What follows belongs to an exercise in optimizing a design on an open flow for small area, a short achievable clock period and few clock cycles; a production flow would make more cautious choices. No run shown here included a check of the RTL's function; only the layout flow was run. Power figures rest on the tool's default switching activity, not on a simulated workload.

## flow/design.v (module list and top-level ports; edited modules follow where they fit)
// module rtc_fields_to_epoch_seconds_unit: 1293 lines
module rtc_fields_to_epoch_seconds_unit (
  input  logic      clk,
  input  logic      rst,
  input  logic      start,
  output logic      busy,
  input  rfes_pkg::rfes_in_t  fields,
  output logic      done,
  output rfes_pkg::rfes_out_t result,
  input  logic      cfg_write,
  input  logic      cfg_index,
  input  logic      cfg_data
);
  // ...
==> flow/flow/run.sh <==
#!/bin/bash
# Standard layout, with the port buffers made of the smallest buffer cell and
# Yosys's generic fine-grained ABC pass skipped, so that the adders written as
# gates reach full-adder extraction as written.
set -euo pipefail
bash standard.sh SYNTH_ARGS=-noabc BUFFER_PORTS_ARGS="-buffer_cell sky130_fd_sc_hd__buf_1" finish > standard_flow.log 2>&1
==> flow/standard.sh <==
#!/bin/bash
# synth_recipe.tcl (not shown) runs the flow's synth.tcl, then flattens the netlist and writes it again
# the make line also repeats each setting of config.mk as NAME=value (left out here)
make -C /OpenROAD-flow-scripts/flow DESIGN_CONFIG=/design/flow/config.mk WORK_HOME=/design/flow/orfs CLKGATE_MAP_FILE= SYNTH_SCRIPT=/design/flow/synth_recipe.tcl "${@:-finish}"
==> flow/config.mk <==
export PLATFORM = sky130hd
export DESIGN_NAME = rtc_fields_to_epoch_seconds_unit
export DESIGN_NICKNAME = rtc_fields_to_epoch_seconds_unit
export VERILOG_FILES = /design/flow/design.v
export SDC_FILE = /design/flow/constraint.sdc
export NUM_CORES = 4
export LEC_CHECK = 0
export CAP_MARGIN = 20
export CORE_MARGIN = 2
export CORE_UTILIZATION = 40
export CTS_BUF_LIST = sky130_fd_sc_hd__clkbuf_8
export SETUP_SLACK_MARGIN = 4.2
export SLEW_MARGIN = 20
==> flow/constraint.sdc <==
create_clock -name core_clock -period 8.0 [get_ports {clk}]
set_input_delay 1.6000 -clock core_clock [delete_from_list [all_inputs] [get_ports {clk}]]
set_output_delay 1.6000 -clock core_clock [all_outputs]
set_load 0.01 [all_outputs]
==> flow_metrics.tcl, run 1 <==
set metrics [dict create \
    final_antenna_net_count 0 \
    hold_depth 0 \
    n_all_buffers 93 \
    grt_pass1_vias 4686 \
    drtIter0Drc 189 \
    drive_above_1_share_pct 9.07 \
    status "no timing/DRC/antenna violations" \
    setup_viol 0 \
    cts_resized 29 \
    power_frac_clock_pct 10.3 \
    p_total_mw 3.39 \
    async_flop_share_pct 0 \
    cp_cell_sequence "inv_1, fa_1, inv_1, fa_1, fa_1, fa_1, ha_4, a21oi_1, o21a_1, a2bb2oi_2, o311ai_2, a21oi_2, o21bai_1" \
    areaGrowthSynthToFinish_pct 10.0 \
    inverters 76 \
    die_area_sq_mm 0.0175 \
    grt_first_pass_wirelength_um 23300 \
    powerDensity_mw_per_mm2 467 \
    drcViolationCount 0 \
    use_met1_pct 22.6 \
    crit_buf_inv 2 \
    wl_met3_um 644 \
    cts_setup_buffers 3 \
    hold_buffers 0 \
    num_vias 4673 \
    setup_tns_ns 0 \
    fin_util_pct 45.4 \
    clock.fmax_ghz 0.264 \
    worstSetupPathType "reg -> reg" \
    cts_made_buffers 9 \
    final_nets 914 \
    place_inst 922 \
    grt-ovfl-total 0 \
    ys_types 59 \
    ys.flop_type "dfxtp_1" \
    slew_headroom_pct 60.4 \
    hold_viol_final 0 \
]
==> run 2, diff against run 1 <==
--- a/flow/design.v
+++ b/flow/design.v
@@ -820,155 +820,16 @@
   logic t288;
   logic t289;
   logic t290;
   logic t291;
   logic t292;
   logic t293;
   logic t294;
   logic t295;
-  logic t296;
-  logic t297;
-  logic t298;
-  logic t299;
-  logic t300;
-  logic t301;
-  logic t302;
-  logic t303;
-  logic t304;
-  logic t305;
-  logic t306;
-  logic t307;
-  logic t308;
-  logic t309;
-  logic t310;
-  logic t311;
-  logic t312;
-  logic t313;
-  logic t314;
-  logic t315;
-  logic t316;
-  logic t317;
-  logic t318;
-  logic t319;
-  logic t320;
-  logic t321;
-  logic t322;
-  logic t323;
-  logic t324;
-  logic t325;
-  logic t326;
-  logic t327;
-  logic t328;
-  logic t329;
-  logic t330;
-  logic t331;
-  logic t332;
-  logic t333;
-  logic t334;
-  logic t335;
-  logic t336;
-  logic t337;
-  logic t338;
-  logic t339;
-  logic t340;
-  logic t341;
-  logic t342;
-  logic t343;
-  logic t344;
-  logic t345;
-  logic t346;
-  logic t347;
-  logic t348;
-  logic t349;
-  logic t350;
-  logic t351;
-  logic t352;
-  logic t353;
-  logic t354;
-  logic t355;
-  logic t356;
-  logic t357;
-  logic t358;
-  logic t359;
-  logic t360;
-  logic t361;
-  logic t362;
-  logic t363;
-  logic t364;
-  logic t365;
-  logic t366;
-  logic t367;
-  logic t368;
-  logic t369;
-  logic t370;
-  logic t371;
-  logic t372;
-  logic t373;
-  logic t374;
-  logic t375;
-  logic t376;
-  logic t377;
-  logic t378;
-  logic t379;
-  logic t380;
-  logic t381;
-  logic t382;
-  logic t383;
-  logic t384;
-  logic t385;
-  logic t386;
-  logic t387;
-  logic t388;
-  logic t389;
-  logic t390;
-  logic t391;
-  logic t392;
-  logic t393;
-  logic t394;
-  logic t395;
-  logic t396;
-  logic t397;
-  logic t398;
-  logic t399;
-  logic t400;
-  logic t401;
-  logic t402;
-  logic t403;
-  logic t404;
-  logic t405;
-  logic t406;
-  logic t407;
-  logic t408;
-  logic t409;
-  logic t410;
-  logic t411;
-  logic t412;
-  logic t413;
-  logic t414;
-  logic t415;
-  logic t416;
-  logic t417;
-  logic t418;
-  logic t419;
-  logic t420;
-  logic t421;
-  logic t422;
-  logic t423;
-  logic t424;
-  logic t425;
-  logic t426;
-  logic t427;
-  logic t428;
-  logic t429;
-  logic t430;
-  logic t431;
-  logic t432;
-  logic t433;
-  logic t434;
   assign t136 = ~q_q[0] ^ day_q[0];
   assign t137 = ~q_q[0] & day_q[0];
   assign t138 = ~q_q[1] ^ day_q[1] ^ day_q[0];
   assign t139 = (~q_q[1] & day_q[1]) | (day_q[0] & (~q_q[1] ^ day_q[1]));
   assign t140 = ~q_q[2] ^ day_q[2];
   assign t141 = ~q_q[2] & day_q[2];
   assign t142 = ~q_q[3] ^ day_q[3] ^ day_q[2];
   assign t143 = (~q_q[3] & day_q[3]) | (day_q[2] & (~q_q[3] ^ day_q[3]));
@@ -1119,257 +980,287 @@
   assign t288 = ~q_q[1] ^ tab[24] ^ t243;
   assign t289 = (~q_q[1] & tab[24]) | (t243 & (~q_q[1] ^ tab[24]));
   assign t290 = ~q_q[2] ^ r_q[0] ^ tab[25];
   assign t291 = (~q_q[2] & r_q[0]) | (tab[25] & (~q_q[2] ^ r_q[0]));
   assign t292 = ~q_q[3] ^ r_q[1];
   assign t293 = ~q_q[3] & r_q[1];
   assign t294 = ~q_q[4] ^ q_q[0] ^ 1'b1;
   assign t295 = (~q_q[4] & q_q[0]) | (1'b1 & (~q_q[4] ^ q_q[0]));
-  assign t296 = 1'b1 ^ t244;
-  assign t297 = t246 ^ t245;
-  assign t298 = t248 ^ t247;
-  assign t299 = t250 ^ t249;
-  assign t300 = t252 ^ t251;
-  assign t301 = t254 ^ t253;
-  assign t302 = t256 ^ t255;
-  assign t303 = t258 ^ t257;
-  assign t304 = t260 ^ t259;
-  assign t305 = t262 ^ t261;
-  assign t306 = t264 ^ t263;
-  assign t307 = t266 ^ t265;
-  assign t308 = t268 ^ t267;
-  assign t309 = t270 ^ t269;
-  assign t310 = t272 ^ t271;
-  assign t311 = t274 ^ t273;
-  assign t312 = 1'b0 ^ 1'b0;
-  assign t313 = 1'b1 & t244;
-  assign t314 = t246 & t245;
-  assign t315 = t248 & t247;
-  assign t316 = t250 & t249;
-  assign t317 = t252 & t251;
-  assign t318 = t254 & t253;
-  assign t319 = t256 & t255;
-  assign t320 = t258 & t257;
-  assign t321 = t260 & t259;
-  assign t322 = t262 & t261;
-  assign t323 = t264 & t263;
-  assign t324 = t266 & t265;
-  assign t325 = t268 & t267;
-  assign t326 = t270 & t269;
-  assign t327 = t272 & t271;
-  assign t328 = t274 & t273;
-  assign t329 = 1'b0 & 1'b0;
-  assign t330 = t314 | (t297 & t313);
-  assign t331 = t297 & t296;
-  assign t332 = t316 | (t299 & t315);
-  assign t333 = t299 & t298;
-  assign t334 = t318 | (t301 & t317);
-  assign t335 = t301 & t300;
-  assign t336 = t320 | (t303 & t319);
-  assign t337 = t303 & t302;
-  assign t338 = t322 | (t305 & t321);
-  assign t339 = t305 & t304;
-  assign t340 = t324 | (t307 & t323);
-  assign t341 = t307 & t306;
-  assign t342 = t326 | (t309 & t325);
-  assign t343 = t309 & t308;
-  assign t344 = t328 | (t311 & t327);
-  assign t345 = t311 & t310;
-  assign t346 = t315 | (t298 & t330);
-  assign t347 = t298 & t331;
-  assign t348 = t332 | (t333 & t330);
-  assign t349 = t333 & t331;
-  assign t350 = t319 | (t302 & t334);
-  assign t351 = t302 & t335;
-  assign t352 = t336 | (t337 & t334);
-  assign t353 = t337 & t335;
-  assign t354 = t323 | (t306 & t338);
-  assign t355 = t306 & t339;
-  assign t356 = t340 | (t341 & t338);
-  assign t357 = t341 & t339;
-  assign t358 = t327 | (t310 & t342);
-  assign t359 = t310 & t343;
-  assign t360 = t344 | (t345 & t342);
-  assign t361 = t345 & t343;
-  assign t362 = t317 | (t300 & t348);
-  assign t363 = t300 & t349;
-  assign t364 = t334 | (t335 & t348);
-  assign t365 = t335 & t349;
-  assign t366 = t350 | (t351 & t348);
-  assign t367 = t351 & t349;
-  assign t368 = t352 | (t353 & t348);
-  assign t369 = t353 & t349;
-  assign t370 = t325 | (t308 & t356);
-  assign t371 = t308 & t357;
-  assign t372 = t342 | (t343 & t356);
-  assign t373 = t343 & t357;
-  assign t374 = t358 | (t359 & t356);
-  assign t375 = t359 & t357;
-  assign t376 = t360 | (t361 & t356);
-  assign t377 = t361 & t357;
-  assign t378 = t321 | (t304 & t368);
-  assign t379 = t304 & t369;
-  assign t380 = t338 | (t339 & t368);
-  assign t381 = t339 & t369;
-  assign t382 = t354 | (t355 & t368);
-  assign t383 = t355 & t369;
-  assign t384 = t356 | (t357 & t368);
-  assign t385 = t357 & t369;
-  assign t386 = t370 | (t371 & t368);
-  assign t387 = t371 & t369;
-  assign t388 = t372 | (t373 & t368);
-  assign t389 = t373 & t369;
-  assign t390 = t374 | (t375 & t368);
-  assign t391 = t375 & t369;
-  assign t392 = t376 | (t377 & t368);
-  assign t393 = t377 & t369;
-  assign t394 = t329 | (t312 & t392);
-  assign t395 = t297 ^ t313;
-  assign t396 = t298 ^ t330;
-  assign t397 = t299 ^ t346;
-  assign t398 = t300 ^ t348;
-  assign t399 = t301 ^ t362;
-  assign t400 = t302 ^ t364;
-  assign t401 = t303 ^ t366;
-  assign t402 = t304 ^ t368;
-  assign t403 = t305 ^ t378;
-  assign t404 = t306 ^ t380;
-  assign t405 = t307 ^ t382;
-  assign t406 = t308 ^ t384;
-  assign t407 = t309 ^ t386;
-  assign t408 = t310 ^ t388;
-  assign t409 = t311 ^ t390;
-  assign t410 = t312 ^ t392;
-  assign t411 = t276 ^ t275;
-  assign t412 = t276 & t275;
-  assign t413 = t278 ^ t277;
-  assign t414 = t278 & t277;
-  assign t415 = t280 ^ t279;
-  assign t416 = t280 & t279;
-  assign t417 = t282 ^ t281;
-  assign t418 = t282 & t281;
-  assign t419 = t284 ^ t283;
-  assign t420 = t284 & t283;
-  assign t421 = t286 ^ t285;
-  assign t422 = t286 & t285;
-  assign t423 = t288 ^ t287;
-  assign t424 = t288 & t287;
-  assign t425 = t290 ^ t289;
-  assign t426 = t290 & t289;
-  assign t427 = t292 ^ t291;
-  assign t428 = t292 & t291;
-  assign t429 = t294 ^ t293;
-  assign t430 = t294 & t293;
-  assign t431 = q_q[1] ^ t295;
-  assign t432 = q_q[1] & t295;
-  assign t433 = q_q[2] ^ 1'b1;
-  assign t434 = q_q[2] & 1'b1;
   logic        v2_q;
   logic        err2_q;
-  logic        lo_q_0;
-  logic        lo_q_1;
-  logic        lo_q_2;
-  logic        lo_q_3;
-  logic        lo_q_4;
-  logic        lo_q_5;
-  logic        lo_q_6;
-  logic        lo_q_7;
-  logic        lo_q_8;
-  logic        lo_q_9;
-  logic        lo_q_10;
-  logic        lo_q_11;
-  logic        lo_q_12;
-  logic        lo_q_13;
-  logic        lo_q_14;
-  logic        lo_q_15;
-  logic        lo_q_16;
-  logic        lo_q_17;
-  logic        cy_q;
-  logic        p_q_18;
-  logic        g_q_18;
-  logic        p_q_19;
-  logic        g_q_19;
-  logic        p_q_20;
-  logic        g_q_20;
-  logic        p_q_21;
-  logic        g_q_21;
-  logic        p_q_22;
-  logic        g_q_22;
-  logic        p_q_23;
-  logic        g_q_23;
-  logic        p_q_24;
-  logic        g_q_24;
-  logic        p_q_25;
-  logic        g_q_25;
-  logic        p_q_26;
-  logic        g_q_26;
-  logic        p_q_27;
-  logic        g_q_27;
-  logic        p_q_28;
-  logic        g_q_28;
-  logic        p_q_29;
-  logic        g_q_29;
-  logic        p_q_30;
-  logic        p_q_31;
+  logic        cs0_q_0;
+  logic        cs0_q_1;
+  logic        cs0_q_2;
+  logic        cs1_q_2;
+  logic        cs0_q_3;
+  logic        cs1_q_3;
+  logic        cs0_q_4;
+  logic        cs1_q_4;
+  logic        cs0_q_5;
+  logic        cs1_q_5;
+  logic        cs0_q_6;
+  logic        cs1_q_6;
+  logic        cs0_q_7;
+  logic        cs1_q_7;
+  logic        cs0_q_8;
+  logic        cs1_q_8;
+  logic        cs0_q_9;
+  logic        cs1_q_9;
+  logic        cs0_q_10;
+  logic        cs1_q_10;
+  logic        cs0_q_11;
+  logic        cs1_q_11;
+  logic        cs0_q_12;
+  logic        cs1_q_12;
+  logic        cs0_q_13;
+  logic        cs1_q_13;
+  logic        cs0_q_14;
+  logic        cs1_q_14;
+  logic        cs0_q_15;
+  logic        cs1_q_15;
+  logic        cs0_q_16;
+  logic        cs1_q_16;
+  logic        cs0_q_17;
+  logic        cs1_q_17;
+  logic        cs0_q_18;
+  logic        cs1_q_18;
+  logic        cs0_q_19;
+  logic        cs1_q_19;
+  logic        cs0_q_20;
+  logic        cs1_q_20;
+  logic        cs0_q_21;
+  logic        cs1_q_21;
+  logic        cs0_q_22;
+  logic        cs1_q_22;
+  logic        cs0_q_23;
+  logic        cs1_q_23;
+  logic        cs0_q_24;
+  logic        cs1_q_24;
+  logic        cs0_q_25;
+  logic        cs1_q_25;
+  logic        cs0_q_26;
+  logic        cs1_q_26;
+  logic        cs0_q_27;
+  logic        cs1_q_27;
+  logic        cs0_q_28;
+  logic        cs1_q_28;
+  logic        cs0_q_29;
+  logic        cs1_q_29;
+  logic        cs0_q_30;
+  logic        cs0_q_31;
   always_ff @(posedge clk) begin
     if (rst) begin
       v2_q <= 1'b0;
     end else begin
       v2_q <= v_q;
     end
   end
   always_ff @(posedge clk) begin
     err2_q <= err_q;
-    lo_q_0 <= sec_q[0];
-    lo_q_1 <= sec_q[1];
-    lo_q_2 <= t296;
-    lo_q_3 <= t395;
-    lo_q_4 <= t396;
-    lo_q_5 <= t397;
-    lo_q_6 <= t398;
-    lo_q_7 <= t399;
-    lo_q_8 <= t400;
-    lo_q_9 <= t401;
-    lo_q_10 <= t402;
-    lo_q_11 <= t403;
-    lo_q_12 <= t404;
-    lo_q_13 <= t405;
-    lo_q_14 <= t406;
-    lo_q_15 <= t407;
-    lo_q_16 <= t408;
-    lo_q_17 <= t409;
-    cy_q <= t410;
-    p_q_18 <= t411;
-    g_q_18 <= t412;
-    p_q_19 <= t413;
-    g_q_19 <= t414;
-    p_q_20 <= t415;
-    g_q_20 <= t416;
-    p_q_21 <= t417;
-    g_q_21 <= t418;
-    p_q_22 <= t419;
-    g_q_22 <= t420;
-    p_q_23 <= t421;
-    g_q_23 <= t422;
-    p_q_24 <= t423;
-    g_q_24 <= t424;
-    p_q_25 <= t425;
-    g_q_25 <= t426;
-    p_q_26 <= t427;
-    g_q_26 <= t428;
-    p_q_27 <= t429;
-    g_q_27 <= t430;
-    p_q_28 <= t431;
-    g_q_28 <= t432;
-    p_q_29 <= t433;
-    g_q_29 <= t434;
-    p_q_30 <= q_q[3];
-    p_q_31 <= q_q[4];
+    cs0_q_0 <= sec_q[0];
+    cs0_q_1 <= sec_q[1];
+    cs0_q_2 <= 1'b1;
+    cs1_q_2 <= t244;
+    cs0_q_3 <= t246;
+    cs1_q_3 <= t245;
+    cs0_q_4 <= t248;
+    cs1_q_4 <= t247;
+    cs0_q_5 <= t250;
+    cs1_q_5 <= t249;
+    cs0_q_6 <= t252;
+    cs1_q_6 <= t251;
+    cs0_q_7 <= t254;
+    cs1_q_7 <= t253;
+    cs0_q_8 <= t256;
+    cs1_q_8 <= t255;
+    cs0_q_9 <= t258;
+    cs1_q_9 <= t257;
+    cs0_q_10 <= t260;
+    cs1_q_10 <= t259;
+    cs0_q_11 <= t262;
+    cs1_q_11 <= t261;
+    cs0_q_12 <= t264;
+    cs1_q_12 <= t263;
+    cs0_q_13 <= t266;
+    cs1_q_13 <= t265;
+    cs0_q_14 <= t268;
+    cs1_q_14 <= t267;
+    cs0_q_15 <= t270;
+    cs1_q_15 <= t269;
+    cs0_q_16 <= t272;
+    cs1_q_16 <= t271;
+    cs0_q_17 <= t274;
+    cs1_q_17 <= t273;
+    cs0_q_18 <= t276;
+    cs1_q_18 <= t275;
+    cs0_q_19 <= t278;
+    cs1_q_19 <= t277;
+    cs0_q_20 <= t280;
+    cs1_q_20 <= t279;
+    cs0_q_21 <= t282;
+    cs1_q_21 <= t281;
+    cs0_q_22 <= t284;
+    cs1_q_22 <= t283;
+    cs0_q_23 <= t286;
+    cs1_q_23 <= t285;
+    cs0_q_24 <= t288;
+    cs1_q_24 <= t287;
+    cs0_q_25 <= t290;
+    cs1_q_25 <= t289;
+    cs0_q_26 <= t292;
+    cs1_q_26 <= t291;
+    cs0_q_27 <= t294;
+    cs1_q_27 <= t293;
+    cs0_q_28 <= q_q[1];
+    cs1_q_28 <= t295;
+    cs0_q_29 <= q_q[2];
+    cs1_q_29 <= 1'b1;
+    cs0_q_30 <= q_q[3];
+    cs0_q_31 <= q_q[4];
   end
+  logic t296;
+  logic t297;
+  logic t298;
+  logic t299;
+  logic t300;
+  logic t301;
+  logic t302;
+  logic t303;
+  logic t304;
+  logic t305;
+  logic t306;
+  logic t307;
+  logic t308;
+  logic t309;
+  logic t310;
+  logic t311;
+  logic t312;
+  logic t313;
+  logic t314;
+  logic t315;
+  logic t316;
+  logic t317;
+  logic t318;
+  logic t319;
+  logic t320;
+  logic t321;
+  logic t322;
+  logic t323;
+  logic t324;
+  logic t325;
+  logic t326;
+  logic t327;
+  logic t328;
+  logic t329;
+  logic t330;
+  logic t331;
+  logic t332;
+  logic t333;
+  logic t334;
+  logic t335;
+  logic t336;
+  logic t337;
+  logic t338;
+  logic t339;
+  logic t340;
+  logic t341;
+  logic t342;
+  logic t343;
+  logic t344;
+  logic t345;
+  logic t346;
+  logic t347;
+  logic t348;
+  logic t349;
+  logic t350;
+  logic t351;
+  logic t352;
+  logic t353;
+  logic t354;
+  logic t355;
+  logic t356;
+  logic t357;
+  logic t358;
+  logic t359;
+  logic t360;
+  logic t361;
+  logic t362;
+  logic t363;
+  logic t364;
+  logic t365;
+  logic t366;
+  logic t367;
+  logic t368;
+  logic t369;
+  logic t370;
+  logic t371;
+  logic t372;
+  logic t373;
+  logic t374;
+  logic t375;
+  logic t376;
+  logic t377;
+  logic t378;
+  logic t379;
+  logic t380;
+  logic t381;
+  logic t382;
+  logic t383;
+  logic t384;
+  logic t385;
+  logic t386;
+  logic t387;
+  logic t388;
+  logic t389;
+  logic t390;
+  logic t391;
+  logic t392;
+  logic t393;
+  logic t394;
+  logic t395;
+  logic t396;
+  logic t397;
+  logic t398;
+  logic t399;
+  logic t400;
+  logic t401;
+  logic t402;
+  logic t403;
+  logic t404;
+  logic t405;
+  logic t406;
+  logic t407;
+  logic t408;
+  logic t409;
+  logic t410;
+  logic t411;
+  logic t412;
+  logic t413;
+  logic t414;
+  logic t415;
+  logic t416;
+  logic t417;
+  logic t418;
+  logic t419;
+  logic t420;
+  logic t421;
+  logic t422;
+  logic t423;
+  logic t424;
+  logic t425;
+  logic t426;
+  logic t427;
+  logic t428;
+  logic t429;
+  logic t430;
+  logic t431;
+  logic t432;
+  logic t433;
+  logic t434;
   logic t435;
   logic t436;
   logic t437;
   logic t438;
   logic t439;
   logic t440;
   logic t441;
   logic t442;
@@ -1427,79 +1318,272 @@
   logic t494;
   logic t495;
   logic t496;
   logic t497;
   logic t498;
   logic t499;
   logic t500;
   logic t501;
-  assign t435 = g_q_18 | (p_q_18 & cy_q);
-  assign t436 = p_q_18 & 1'b0;
-  assign t437 = g_q_20 | (p_q_20 & g_q_19);
-  assign t438 = p_q_20 & p_q_19;
-  assign t439 = g_q_22 | (p_q_22 & g_q_21);
-  assign t440 = p_q_22 & p_q_21;
-  assign t441 = g_q_24 | (p_q_24 & g_q_23);
-  assign t442 = p_q_24 & p_q_23;
-  assign t443 = g_q_26 | (p_q_26 & g_q_25);
-  assign t444 = p_q_26 & p_q_25;
-  assign t445 = g_q_28 | (p_q_28 & g_q_27);
-  assign t446 = p_q_28 & p_q_27;
-  assign t447 = 1'b0 | (p_q_30 & g_q_29);
-  assign t448 = p_q_30 & p_q_29;
-  assign t449 = g_q_19 | (p_q_19 & t435);
-  assign t450 = p_q_19 & t436;
-  assign t451 = t437 | (t438 & t435);
-  assign t452 = t438 & t436;
-  assign t453 = g_q_23 | (p_q_23 & t439);
-  assign t454 = p_q_23 & t440;
-  assign t455 = t441 | (t442 & t439);
-  assign t456 = t442 & t440;
-  assign t457 = g_q_27 | (p_q_27 & t443);
-  assign t458 = p_q_27 & t444;
-  assign t459 = t445 | (t446 & t443);
-  assign t460 = t446 & t444;
-  assign t461 = 1'b0 | (p_q_31 & t447);
-  assign t462 = g_q_21 | (p_q_21 & t451);
-  assign t463 = p_q_21 & t452;
-  assign t464 = t439 | (t440 & t451);
-  assign t465 = t440 & t452;
-  assign t466 = t453 | (t454 & t451);
-  assign t467 = t454 & t452;
-  assign t468 = t455 | (t456 & t451);
-  assign t469 = t456 & t452;
-  assign t470 = g_q_29 | (p_q_29 & t459);
-  assign t471 = p_q_29 & t460;
-  assign t472 = t447 | (t448 & t459);
-  assign t473 = t448 & t460;
-  assign t474 = t461 | (p_q_31 & t459);
-  assign t475 = g_q_25 | (p_q_25 & t468);
-  assign t476 = p_q_25 & t469;
-  assign t477 = t443 | (t444 & t468);
-  assign t478 = t444 & t469;
-  assign t479 = t457 | (t458 & t468);
-  assign t480 = t458 & t469;
-  assign t481 = t459 | (t460 & t468);
-  assign t482 = t460 & t469;
-  assign t483 = t470 | (t471 & t468);
-  assign t484 = t471 & t469;
-  assign t485 = t472 | (t473 & t468);
-  assign t486 = t473 & t469;
-  assign t487 = t474 | (p_q_31 & t468);
-  assign t488 = p_q_18 ^ cy_q;
-  assign t489 = p_q_19 ^ t435;
-  assign t490 = p_q_20 ^ t449;
-  assign t491 = p_q_21 ^ t451;
-  assign t492 = p_q_22 ^ t462;
-  assign t493 = p_q_23 ^ t464;
-  assign t494 = p_q_24 ^ t466;
-  assign t495 = p_q_25 ^ t468;
-  assign t496 = p_q_26 ^ t475;
-  assign t497 = p_q_27 ^ t477;
-  assign t498 = p_q_28 ^ t479;
-  assign t499 = p_q_29 ^ t481;
-  assign t500 = p_q_30 ^ t483;
-  assign t501 = p_q_31 ^ t485;
-  assign epoch = {t501, t500, t499, t498, t497, t496, t495, t494, t493, t492, t491, t490, t489, t488, lo_q_17, lo_q_16, lo_q_15, lo_q_14, lo_q_13, lo_q_12, lo_q_11, lo_q_10, lo_q_9, lo_q_8, lo_q_7, lo_q_6, lo_q_5, lo_q_4, lo_q_3, lo_q_2, lo_q_1, lo_q_0};
-  assign done   = v2_q;
-  assign result = {epoch, err2_q};
+  logic t502;
+  logic t503;
+  logic t504;
+  logic t505;
+  logic t506;
+  logic t507;
+  logic t508;
+  logic t509;
+  logic t510;
+  logic t511;
+  logic t512;
+  logic t513;
+  logic t514;
+  logic t515;
+  logic t516;
+  logic t517;
+  logic t518;
+  logic t519;
+  logic t520;
+  logic t521;
+  logic t522;
+  assign t296 = cs0_q_2 ^ cs1_q_2;
+  assign t297 = cs0_q_3 ^ cs1_q_3;
+  assign t298 = cs0_q_4 ^ cs1_q_4;
+  assign t299 = cs0_q_5 ^ cs1_q_5;
+  assign t300 = cs0_q_6 ^ cs1_q_6;
+  assign t301 = cs0_q_7 ^ cs1_q_7;
+  assign t302 = cs0_q_8 ^ cs1_q_8;
+  assign t303 = cs0_q_9 ^ cs1_q_9;
+  assign t304 = cs0_q_10 ^ cs1_q_10;
+  assign t305 = cs0_q_11 ^ cs1_q_11;
+  assign t306 = cs0_q_12 ^ cs1_q_12;
+  assign t307 = cs0_q_13 ^ cs1_q_13;
+  assign t308 = cs0_q_14 ^ cs1_q_14;
+  assign t309 = cs0_q_15 ^ cs1_q_15;
+  assign t310 = cs0_q_16 ^ cs1_q_16;
+  assign t311 = cs0_q_17 ^ cs1_q_17;
+  assign t312 = cs0_q_18 ^ cs1_q_18;
+  assign t313 = cs0_q_19 ^ cs1_q_19;
+  assign t314 = cs0_q_20 ^ cs1_q_20;
+  assign t315 = cs0_q_21 ^ cs1_q_21;
+  assign t316 = cs0_q_22 ^ cs1_q_22;
+  assign t317 = cs0_q_23 ^ cs1_q_23;
+  assign t318 = cs0_q_24 ^ cs1_q_24;
+  assign t319 = cs0_q_25 ^ cs1_q_25;
+  assign t320 = cs0_q_26 ^ cs1_q_26;
+  assign t321 = cs0_q_27 ^ cs1_q_27;
+  assign t322 = cs0_q_28 ^ cs1_q_28;
+  assign t323 = cs0_q_29 ^ cs1_q_29;
+  assign t324 = cs0_q_30 ^ 1'b0;
+  assign t325 = cs0_q_31 ^ 1'b0;
+  assign t326 = cs0_q_2 & cs1_q_2;
+  assign t327 = cs0_q_3 & cs1_q_3;
+  assign t328 = cs0_q_4 & cs1_q_4;
+  assign t329 = cs0_q_5 & cs1_q_5;
+  assign t330 = cs0_q_6 & cs1_q_6;
+  assign t331 = cs0_q_7 & cs1_q_7;
+  assign t332 = cs0_q_8 & cs1_q_8;
+  assign t333 = cs0_q_9 & cs1_q_9;
+  assign t334 = cs0_q_10 & cs1_q_10;
+  assign t335 = cs0_q_11 & cs1_q_11;
+  assign t336 = cs0_q_12 & cs1_q_12;
+  assign t337 = cs0_q_13 & cs1_q_13;
+  assign t338 = cs0_q_14 & cs1_q_14;
+  assign t339 = cs0_q_15 & cs1_q_15;
+  assign t340 = cs0_q_16 & cs1_q_16;
+  assign t341 = cs0_q_17 & cs1_q_17;
+  assign t342 = cs0_q_18 & cs1_q_18;
+  assign t343 = cs0_q_19 & cs1_q_19;
+  assign t344 = cs0_q_20 & cs1_q_20;
+  assign t345 = cs0_q_21 & cs1_q_21;
+  assign t346 = cs0_q_22 & cs1_q_22;
+  assign t347 = cs0_q_23 & cs1_q_23;
+  assign t348 = cs0_q_24 & cs1_q_24;
+  assign t349 = cs0_q_25 & cs1_q_25;
+  assign t350 = cs0_q_26 & cs1_q_26;
+  assign t351 = cs0_q_27 & cs1_q_27;
+  assign t352 = cs0_q_28 & cs1_q_28;
+  assign t353 = cs0_q_29 & cs1_q_29;
+  assign t354 = cs0_q_30 & 1'b0;
+  assign t355 = cs0_q_31 & 1'b0;
+  assign t356 = t327 | (t297 & t326);
+  assign t357 = t297 & t296;
+  assign t358 = t329 | (t299 & t328);
+  assign t359 = t299 & t298;
+  assign t360 = t331 | (t301 & t330);
+  assign t361 = t301 & t300;
+  assign t362 = t333 | (t303 & t332);
+  assign t363 = t303 & t302;
+  assign t364 = t335 | (t305 & t334);
+  assign t365 = t305 & t304;
+  assign t366 = t337 | (t307 & t336);
+  assign t367 = t307 & t306;
+  assign t368 = t339 | (t309 & t338);
+  assign t369 = t309 & t308;
+  assign t370 = t341 | (t311 & t340);
+  assign t371 = t311 & t310;
+  assign t372 = t343 | (t313 & t342);
+  assign t373 = t313 & t312;
+  assign t374 = t345 | (t315 & t344);
+  assign t375 = t315 & t314;
+  assign t376 = t347 | (t317 & t346);
+  assign t377 = t317 & t316;
+  assign t378 = t349 | (t319 & t348);
+  assign t379 = t319 & t318;
+  assign t380 = t351 | (t321 & t350);
+  assign t381 = t321 & t320;
+  assign t382 = t353 | (t323 & t352);
+  assign t383 = t323 & t322;
+  assign t384 = t355 | (t325 & t354);
+  assign t385 = t328 | (t298 & t356);
+  assign t386 = t298 & t357;
+  assign t387 = t358 | (t359 & t356);
+  assign t388 = t359 & t357;
+  assign t389 = t332 | (t302 & t360);
+  assign t390 = t302 & t361;
+  assign t391 = t362 | (t363 & t360);
+  assign t392 = t363 & t361;
+  assign t393 = t336 | (t306 & t364);
+  assign t394 = t306 & t365;
+  assign t395 = t366 | (t367 & t364);
+  assign t396 = t367 & t365;
+  assign t397 = t340 | (t310 & t368);
+  assign t398 = t310 & t369;
+  assign t399 = t370 | (t371 & t368);
+  assign t400 = t371 & t369;
+  assign t401 = t344 | (t314 & t372);
+  assign t402 = t314 & t373;
+  assign t403 = t374 | (t375 & t372);
+  assign t404 = t375 & t373;
+  assign t405 = t348 | (t318 & t376);
+  assign t406 = t318 & t377;
+  assign t407 = t378 | (t379 & t376);
+  assign t408 = t379 & t377;
+  assign t409 = t352 | (t322 & t380);
+  assign t410 = t322 & t381;
+  assign t411 = t382 | (t383 & t380);
+  assign t412 = t383 & t381;
+  assign t413 = t330 | (t300 & t387);
+  assign t414 = t300 & t388;
+  assign t415 = t360 | (t361 & t387);
+  assign t416 = t361 & t388;
+  assign t417 = t389 | (t390 & t387);
+  assign t418 = t390 & t388;
+  assign t419 = t391 | (t392 & t387);
+  assign t420 = t392 & t388;
+  assign t421 = t338 | (t308 & t395);
+  assign t422 = t308 & t396;
+  assign t423 = t368 | (t369 & t395);
+  assign t424 = t369 & t396;
+  assign t425 = t397 | (t398 & t395);
+  assign t426 = t398 & t396;
+  assign t427 = t399 | (t400 & t395);
+  assign t428 = t400 & t396;
+  assign t429 = t346 | (t316 & t403);
+  assign t430 = t316 & t404;
+  assign t431 = t376 | (t377 & t403);
+  assign t432 = t377 & t404;
+  assign t433 = t405 | (t406 & t403);
+  assign t434 = t406 & t404;
+  assign t435 = t407 | (t408 & t403);
+  assign t436 = t408 & t404;
+  assign t437 = t354 | (t324 & t411);
+  assign t438 = t324 & t412;
+  assign t439 = t384 | (t325 & t411);
+  assign t440 = t334 | (t304 & t419);
+  assign t441 = t304 & t420;
+  assign t442 = t364 | (t365 & t419);
+  assign t443 = t365 & t420;
+  assign t444 = t393 | (t394 & t419);
+  assign t445 = t394 & t420;
+  assign t446 = t395 | (t396 & t419);
+  assign t447 = t396 & t420;
+  assign t448 = t421 | (t422 & t419);
+  assign t449 = t422 & t420;
+  assign t450 = t423 | (t424 & t419);
+  assign t451 = t424 & t420;
+  assign t452 = t425 | (t426 & t419);
+  assign t453 = t426 & t420;
+  assign t454 = t427 | (t428 & t419);
+  assign t455 = t428 & t420;
+  assign t456 = t350 | (t320 & t435);
+  assign t457 = t320 & t436;
+  assign t458 = t380 | (t381 & t435);
+  assign t459 = t381 & t436;
+  assign t460 = t409 | (t410 & t435);
+  assign t461 = t410 & t436;
+  assign t462 = t411 | (t412 & t435);
+  assign t463 = t412 & t436;
+  assign t464 = t437 | (t438 & t435);
+  assign t465 = t438 & t436;
+  assign t466 = t439 | (t325 & t435);
+  assign t467 = t342 | (t312 & t454);
+  assign t468 = t312 & t455;
+  assign t469 = t372 | (t373 & t454);
+  assign t470 = t373 & t455;
+  assign t471 = t401 | (t402 & t454);
+  assign t472 = t402 & t455;
+  assign t473 = t403 | (t404 & t454);
+  assign t474 = t404 & t455;
+  assign t475 = t429 | (t430 & t454);
+  assign t476 = t430 & t455;
+  assign t477 = t431 | (t432 & t454);
+  assign t478 = t432 & t455;
+  assign t479 = t433 | (t434 & t454);
+  assign t480 = t434 & t455;
+  assign t481 = t435 | (t436 & t454);
+  assign t482 = t436 & t455;
+  assign t483 = t456 | (t457 & t454);
+  assign t484 = t457 & t455;
+  assign t485 = t458 | (t459 & t454);
+  assign t486 = t459 & t455;
+  assign t487 = t460 | (t461 & t454);
+  assign t488 = t461 & t455;
+  assign t489 = t462 | (t463 & t454);
+  assign t490 = t463 & t455;
+  assign t491 = t464 | (t465 & t454);
+  assign t492 = t465 & t455;
+  assign t493 = t466 | (t325 & t454);
+  assign t494 = t297 ^ t326;
+  assign t495 = t298 ^ t356;
+  assign t496 = t299 ^ t385;
+  assign t497 = t300 ^ t387;
+  assign t498 = t301 ^ t413;
+  assign t499 = t302 ^ t415;
+  assign t500 = t303 ^ t417;
+  assign t501 = t304 ^ t419;
+  assign t502 = t305 ^ t440;
+  assign t503 = t306 ^ t442;
+  assign t504 = t307 ^ t444;
+  assign t505 = t308 ^ t446;
+  assign t506 = t309 ^ t448;
+  assign t507 = t310 ^ t450;
+  assign t508 = t311 ^ t452;
+  assign t509 = t312 ^ t454;
+  assign t510 = t313 ^ t467;
+  assign t511 = t314 ^ t469;
+  assign t512 = t315 ^ t471;
+  assign t513 = t316 ^ t473;
+  assign t514 = t317 ^ t475;
+  assign t515 = t318 ^ t477;
+  assign t516 = t319 ^ t479;
+  assign t517 = t320 ^ t481;
+  assign t518 = t321 ^ t483;
+  assign t519 = t322 ^ t485;
+  assign t520 = t323 ^ t487;
+  assign t521 = t324 ^ t489;
+  assign t522 = t325 ^ t491;
+  assign epoch = {t522, t521, t520, t519, t518, t517, t516, t515, t514, t513, t512, t511, t510, t509, t508, t507, t506, t505, t504, t503, t502, t501, t500, t499, t498, t497, t496, t495, t494, t296, cs0_q_1, cs0_q_0};
+  logic        v3_q;
+  logic [32:0] res_q;
+  always_ff @(posedge clk) begin
+    if (rst) begin
+      v3_q <= 1'b0;
+    end else begin
+      v3_q <= v2_q;
+    end
+  end
+  always_ff @(posedge clk) begin
+    res_q <= {epoch, err2_q};
+  end
+  assign done   = v3_q;
+  assign result = res_q;
 endmodule
--- a/flow/config.mk
+++ b/flow/config.mk
@@ -4,10 +4,10 @@
 export VERILOG_FILES = /design/flow/design.v
 export SDC_FILE = /design/flow/constraint.sdc
 export NUM_CORES = 4
 export LEC_CHECK = 0
 export CAP_MARGIN = 20
 export CORE_MARGIN = 2
 export CORE_UTILIZATION = 40
 export CTS_BUF_LIST = sky130_fd_sc_hd__clkbuf_8
-export SETUP_SLACK_MARGIN = 4.2
+export SETUP_SLACK_MARGIN = 4.6
 export SLEW_MARGIN = 20
==> flow_metrics.tcl, run 2 <==
set metrics [dict create \
    status "no timing/DRC/antenna violations" \
    syn_area_per_cell_sq_um 10.7 \
    ys_ff_latch 135 \
    cts_max_level 4 \
    io_pins 89 \
    yosysSeqAreaShare_pct 36.6 \
    grt_first_pass_wirelength_um 24200 \
    hp-class "reg -> reg" \
    p_total_mw 3.07 \
    setup_tns_ns 0 \
    cts_setup_buffers 0 \
    clockBufferDepth 2 \
    root_buffer "clkbuf_8" \
    cp_cell_sequence "buf_1, or2_4, nor2_1, mux2_4, a2111oi_2, a21oi_1, or4_1" \
    synth_common_cells "dfxtp_1, inv_1, fa_1" \
    arrival_ns 3.46 \
    routed_wl_um 14300 \
    cts_made_buffers 17 \
    start_kind "input pin" \
    period_share_pct 39.2 \
    num_vias 4888 \
    syn_area_sq_mm 0.00738 \
    die_x_um 140 \
    gp_congestion 0.897 \
    synth-simple-area-share_pct 11.6 \
    synth_largest_area_cell "dfxtp_1" \
    design_area_sq_mm 0.00829 \
    internal-power_mw 1.87 \
    cts.clk_slew.worst_paths_ns 0.08 \
    synth_top_family_by_area "adder cells" \
    cts_resized 0 \
    grt-ovfl-total 0 \
    antenna_found_initial 0 \
    grt_pass1_vias 4925 \
    clock.fmax_ghz 0.319 \
    diodes 0 \
    dpl.hpwl_um 11600 \
    layout_common_cells "dfxtp_1, buf_1, inv_1" \
    worstSetupPathType "in -> reg" \
    final_antenna_net_count 0 \
    synth_warnings 1 \
    slowest_stage "or4_1" \
    cts_tree "built" \
    syn_nets 880 \
    fin_cells 1019 \
    syn_inst 692 \
    wire_per_inst_um 14.1 \
    drtIter0Drc 199 \
    endpoint "err_q" \
    start_util_pct 40.9 \
    yosys.area_share.adder_pct 30.5 \
    powerDensity_mw_per_mm2 370 \
    synth_compound_area_share_pct 11.4 \
    drcViolationCount 0 \
    die_y_um 140 \
    synth_area_leaders "dfxtp_1, fa_1, ha_1" \
    crit_fanout 10 \
    switchingPower_mw 1.19 \
    synthXorXnorAreaFrac_pct 3.92 \
    top_regs "res_q: 33 flops, min_q: 6 flops, sec_q: 6 flops" \
    rows 49 \
    place_inst 987 \
    largest_reg_flops 33 \
    peakVddDrop_mv 0.120 \
    firstDrtPassIters 4 \
    required_ns 8.33 \
    rsz0062_at_grt "no" \
    power_frac_clock_pct 17.8 \
    largest-register "res_q" \
    synth_most_common_cell "dfxtp_1" \
    ys.flop_type "dfxtp_1" \
    placed_area_sq_mm 0.00790 \
    ff2ff_path_depth 7 \
    hold_buffers 0 \
    yosysTopAreaCellShare_pct 36.6 \
    async_flop_share_pct 0 \
    layout_commonest_cell "dfxtp_1" \
    clk_latency_ns 0.45 \
    critPathLaunch "fields[27]" \
    max_stage_delay_ns 0.53 \
    end_kind "flip-flop" \
    leakage_nw 3.66 \
    areaGrowthSynthToFinish_pct 12.3 \
    die_area_sq_mm 0.0196 \
    ys_types 69 \
    hold_ws_ns 0.330 \
    grt_use_total_pct 15.5 \
    swShare_pct 38.9 \
    port_buffers 87 \
    slew_headroom_pct 65.2 \
    final_nets 965 \
    period_needed_ns 3.14 \
    drive_above_1_share_pct 6.71 \
    muxShareOfSynthArea_pct 0.492 \
    setup_viol 0 \
    finClkSkew_ns 0.0134 \
    clock_sinks 135 \
    routed_via_density 4.80 \
    max_cap_viol_count 0 \
    synth_edf_count 0 \
    slew_viol_final 0 \
    comb_power_share_pct 47.3 \
    p_seq_share_pct 34.9 \
    fp.coreArea_sq_mm 0.0180 \
    r2r_start "mona_q[1]" \
    worstMarginPinSlew_ns 0.517 \
    rrSetupSlack_ns 5.01 \
    grt_max_degree 34 \
    hold_viol_final 0 \
    rr_endpoint "cs0_q_14" \
]
[run 2: routing by layer]
layer | track usage (%) | part of all wire (%) | routed length [um] | vias to the layer above
met4 | 4.42 | 1.4 | 202 | 0
met5 | 0 | 0 | 0 | -
met1 | 21.3 | 49 | 7050 | 2262
met2 | 24.2 | 45 | 6420 | 108
met3 | 4.23 | 4.6 | 654 | 19
li1 | - | - | - | 2499
[run 2: critical path, delay by kind of cell]
family,cells,cell delay (ns)
and+or+nand+nor,3,0.79
AOI/OAI and AO/OA,2,0.44
buffers and inverters,1,0.37
muxes,1,0.27
[run 2: layout make-up]
cell class	instances	area, sq um
clock buffers	18	248
clock inverters	14	141
fillers	1777	9730
inverters	78	293
multi-input cells	457	4290
flip-flops and latches	135	2700
well taps	229	287
repair buffers	88	334
[run 2: cell families (layout without fill, tap and decap cells)]
logic type | count (synthesis) | count (layout)
simple gates | 165 | 165
fa+ha+maj | 134 | 134
mux | 3 | 3
other cells | 1 | 1
flops | 135 | 135
xor+xnor | 33 | 33
buf+inv | 100 | 198
compound gates | 121 | 121
[run 2: per-stage QoR]
step / worst slack (ns) / util [%]
2_1_floorplan: 4.73 / -
3_3_place_gp: 4.43 / 43.8
3_5_place_dp: 4.43 / 43.8
4_1_cts: 4.91 / 46.0
5_1_grt: 4.76 / 46.0
6_report: 4.86 / 46.0
[run 2: worst min-delay path by stage]
stage                  start  endpoint  slack, ns  cells after the start
detailed placement   cs0_q_1  res_q[2]       0.31                      0
global route          err2_q  res_q[0]       0.34                      0
CTS                   err2_q  res_q[0]       0.33                      0
floorplan           sec_q[0]   cs0_q_0       0.31                      0
global placement    sec_q[0]   cs0_q_0       0.31                      0
finish                err2_q  res_q[0]       0.33                      0
[run 2: power by group through the flow]
| stage | Sequential [mW] | Clock (mW) | Combinational (mW) |
|---|---|---|---|
| 2_1_floorplan | 1.10 | 0 | 1.07 |
| 3_3_place_gp | 1.09 | 0 | 1.45 |
| 3_5_place_dp | 1.09 | 0 | 1.47 |
| 4_1_cts | 1.08 | 0.569 | 1.48 |
| 5_1_grt | 1.10 | 0.602 | 1.68 |
| 6_report | 1.07 | 0.546 | 1.45 |
==> run 3, diff against run 2 <==
--- a/flow/config.mk
+++ b/flow/config.mk
@@ -11,3 +11,3 @@
 export CTS_BUF_LIST = sky130_fd_sc_hd__clkbuf_8
-export SETUP_SLACK_MARGIN = 4.6
+export SETUP_SLACK_MARGIN = 5.0
 export SLEW_MARGIN = 20
==> flow_metrics.tcl, run 3 <==
set metrics [dict create \
    status "no timing/DRC/antenna violations" \
    areaGrowthSynthToFinish_pct 14.2 \
    required_ns 8.33 \
    rsz0062_at_grt "yes" \
    muxShareOfSynthArea_pct 0.492 \
    setup_viol 0 \
    cts_tree "built" \
    diodes 0 \
    yosys.area_share.adder_pct 30.5 \
    rr_endpoint "cs0_q_14" \
    period_needed_ns 2.93 \
    drive_above_1_share_pct 8.61 \
    highest_layer "met4" \
    r2r_start "mona_q[1]" \
    routed_wl_um 14400 \
    hold_buffers 0 \
    leakage_nw 3.71 \
    num_vias 4950 \
    drcViolationCount 0 \
    root_buffer "clkbuf_8" \
    design_area_sq_mm 0.00843 \
    synth-simple-area-share_pct 11.6 \
    dpl.hpwl_um 11600 \
    powerDensity_mw_per_mm2 374 \
    fp.coreArea_sq_mm 0.0180 \
    synth_compound_area_share_pct 11.4 \
    die_x_um 140 \
    slew_headroom_pct 62.2 \
    yosysSeqAreaShare_pct 36.6 \
    grt_first_pass_wirelength_um 24200 \
    synth_common_cells "dfxtp_1, inv_1, fa_1" \
    synth_warnings 1 \
    grt-ovfl-total 0 \
    syn_inst 692 \
    port_buffers 87 \
    layout_common_cells "dfxtp_1, buf_1, inv_1" \
    end_kind "flip-flop" \
    wirelength_met1_um 6880 \
    post-place-ws_ns 4.53 \
    start_util_pct 40.9 \
    largest-register "res_q" \
    min_from "sec_q[0]" \
    worstSetupPathType "in -> reg" \
    ys.flop_type "dfxtp_1" \
    final_nets 965 \
    ff2ff_path_depth 7 \
    synth_top_family_by_area "adder cells" \
    final_antenna_net_count 0 \
    hold_depth 0 \
    grt_use_total_pct 15.7 \
    ys_ff_latch 135 \
    clockBufferDepth 2 \
    die_area_sq_mm 0.0196 \
    rows 49 \
    synth_largest_area_cell "dfxtp_1" \
    synth_edf_count 0 \
    finClkSkew_ns 0.0124 \
    hp-class "reg -> reg" \
    async_flop_share_pct 0 \
    antenna_found_initial 0 \
    crit_fanout 6 \
    rrSetupSlack_ns 5.10 \
    clk_latency_ns 0.44 \
    whs_endpoint "cs0_q_0" \
    syn_area_sq_mm 0.00738 \
    grt_pass1_vias 4953 \
    dr_wl_met2_um 6420 \
    synth_area_leaders "dfxtp_1, fa_1, ha_1" \
    wl_met3_um 713 \
    arrival_ns 3.26 \
    cts_max_level 4 \
    peakVddDrop_mv 0.153 \
    die_y_um 140 \
    worstMarginPinSlew_ns 0.567 \
    clock_sinks 135 \
    syn_area_per_cell_sq_um 10.7 \
    setup_tns_ns 0 \
    io_pins 89 \
    firstDrtPassIters 5 \
    clock.fmax_ghz 0.341 \
    placed_area_sq_mm 0.00798 \
    hold_viol_final 0 \
    grt_max_degree 26 \
    top_regs "res_q: 33 flops, min_q: 6 flops, sec_q: 6 flops" \
    gp_congestion 0.880 \
    period_share_pct 36.7 \
    yosysTopAreaCellShare_pct 36.6 \
    synthXorXnorAreaFrac_pct 3.92 \
    synth_most_common_cell "dfxtp_1" \
    layout_commonest_cell "dfxtp_1" \
    largest_reg_flops 33 \
    cts.clk_slew.worst_paths_ns 0.07 \
    drtIter0Drc 247 \
    syn_nets 880 \
    ys_types 69 \
    wire_per_inst_um 14.2 \
    max_cap_viol_count 0 \
    slew_viol_final 0 \
    start_kind "input pin" \
    fin_ws_ns 5.07 \
    cts_made_buffers 17 \
    routed_via_density 4.86 \
]
[run 3: worst max-delay path by stage]
stage | start | end | slack [ns]
2_1_floorplan | fields[5] | q_q[4] | 4.84
3_3_place_gp | fields[8] | err_q | 4.56
3_5_place_dp | fields[8] | err_q | 4.53
4_1_cts | fields[8] | err_q | 5.02
5_1_grt | mona_q[1] | cs0_q_14 | 5.00
6_report | fields[4] | q_q[4] | 5.07
[run 3: layout make-up]
type | instances | area, sq um
fillers | 1714 | 9600
multi-input cells | 457 | 4360
flip-flops and latches | 135 | 2710
repair buffers | 88 | 340
inverters | 78 | 293
well taps | 229 | 287
clock buffers | 19 | 262
clock inverters | 13 | 180
[run 3: where the power goes]
group | switching (mW) | total, mW | internal [mW]
Combinational | 0.801 | 1.47 | 0.668
Sequential | 0.121 | 1.07 | 0.952
Clock | 0.257 | 0.612 | 0.354
Total | 1.18 | 3.15 | 1.97
[run 3: routing by layer]
layer | up-vias | track usage, %
met3 | 28 | 3.92
met4 | 0 | 7.68
met5 | - | 0
li1 | 2488 | -
met2 | 139 | 24.0
met1 | 2295 | 20.9
[run 3: per-stage QoR]
step / power [mW] / instances / util, % / hold WS (ns)
floorplan: 2.18 / 692 / - / 0.310
global placement: 2.55 / 987 / 44.3 / 0.311
detailed placement: 2.57 / 987 / 44.3 / 0.314
CTS: 3.20 / 1019 / 46.7 / 0.334
global route: 3.46 / 1019 / 46.8 / 0.343
finish: 3.15 / 1019 / 46.8 / 0.329
[run 3: worst max-delay path, cell delays in order]
cell and delay [ns]:
clkbuf_2 0.14, and3_4 0.19, fa_2 0.34, a21o_1 0.19, a21o_1 0.19, fa_2 0.33, xor2_1 0.15, xnor2_1 0.12
[run 3: cell families after synthesis]
logic type,after synthesis
AOI/OAI and AO/OA,121
xor gates and xnor gates,33
adders and majority gates,134
buffers and inverters,100
DFF,135
muxes,3
other,1
and+or+nand+nor,165
[run 3: timing repair]
| item | 4_1_cts | 5_1_grt |
|---|---|---|
| gates resized for setup | 0 | 10 |
| endpoints found under the setup margin | 0 | 7 |
| hold endpoints to repair | 0 | 0 |
| setup buffers | 0 | 0 |

## what the ideal ports hide
In the flow no input, the clock included, has a driving cell. The finished layouts below were timed again as built, in two steps.
Step 1 assumes that a clkbuf_16 drives the clock port and a buf_2 every other input.
Step 2 adds t to the input delays and takes it off the output delays; t is the mean of the earliest and latest rising clock arrival at the registers after step 1. Input paths then give back, and output paths get back, about the clock's delay inside the block.
Three values: ideal, step 1, step 2; two values: the first two.
run	shift t [ns]	setup WS [ns]	worst register clock-pin slew, ns
run 1	0.411	4.208 / 4.208 / 4.208	0.09 / 0.09
run 2	0.479	4.864 / 4.872 / 4.393	0.09 / 0.09
run 3	0.477	5.065 / 5.083 / 4.606	0.08 / 0.08
After both steps every run listed still meets setup and hold. The setup slack of run 2, which loses most, moves by +0.008 ns with the drivers and by -0.471 ns with both steps.
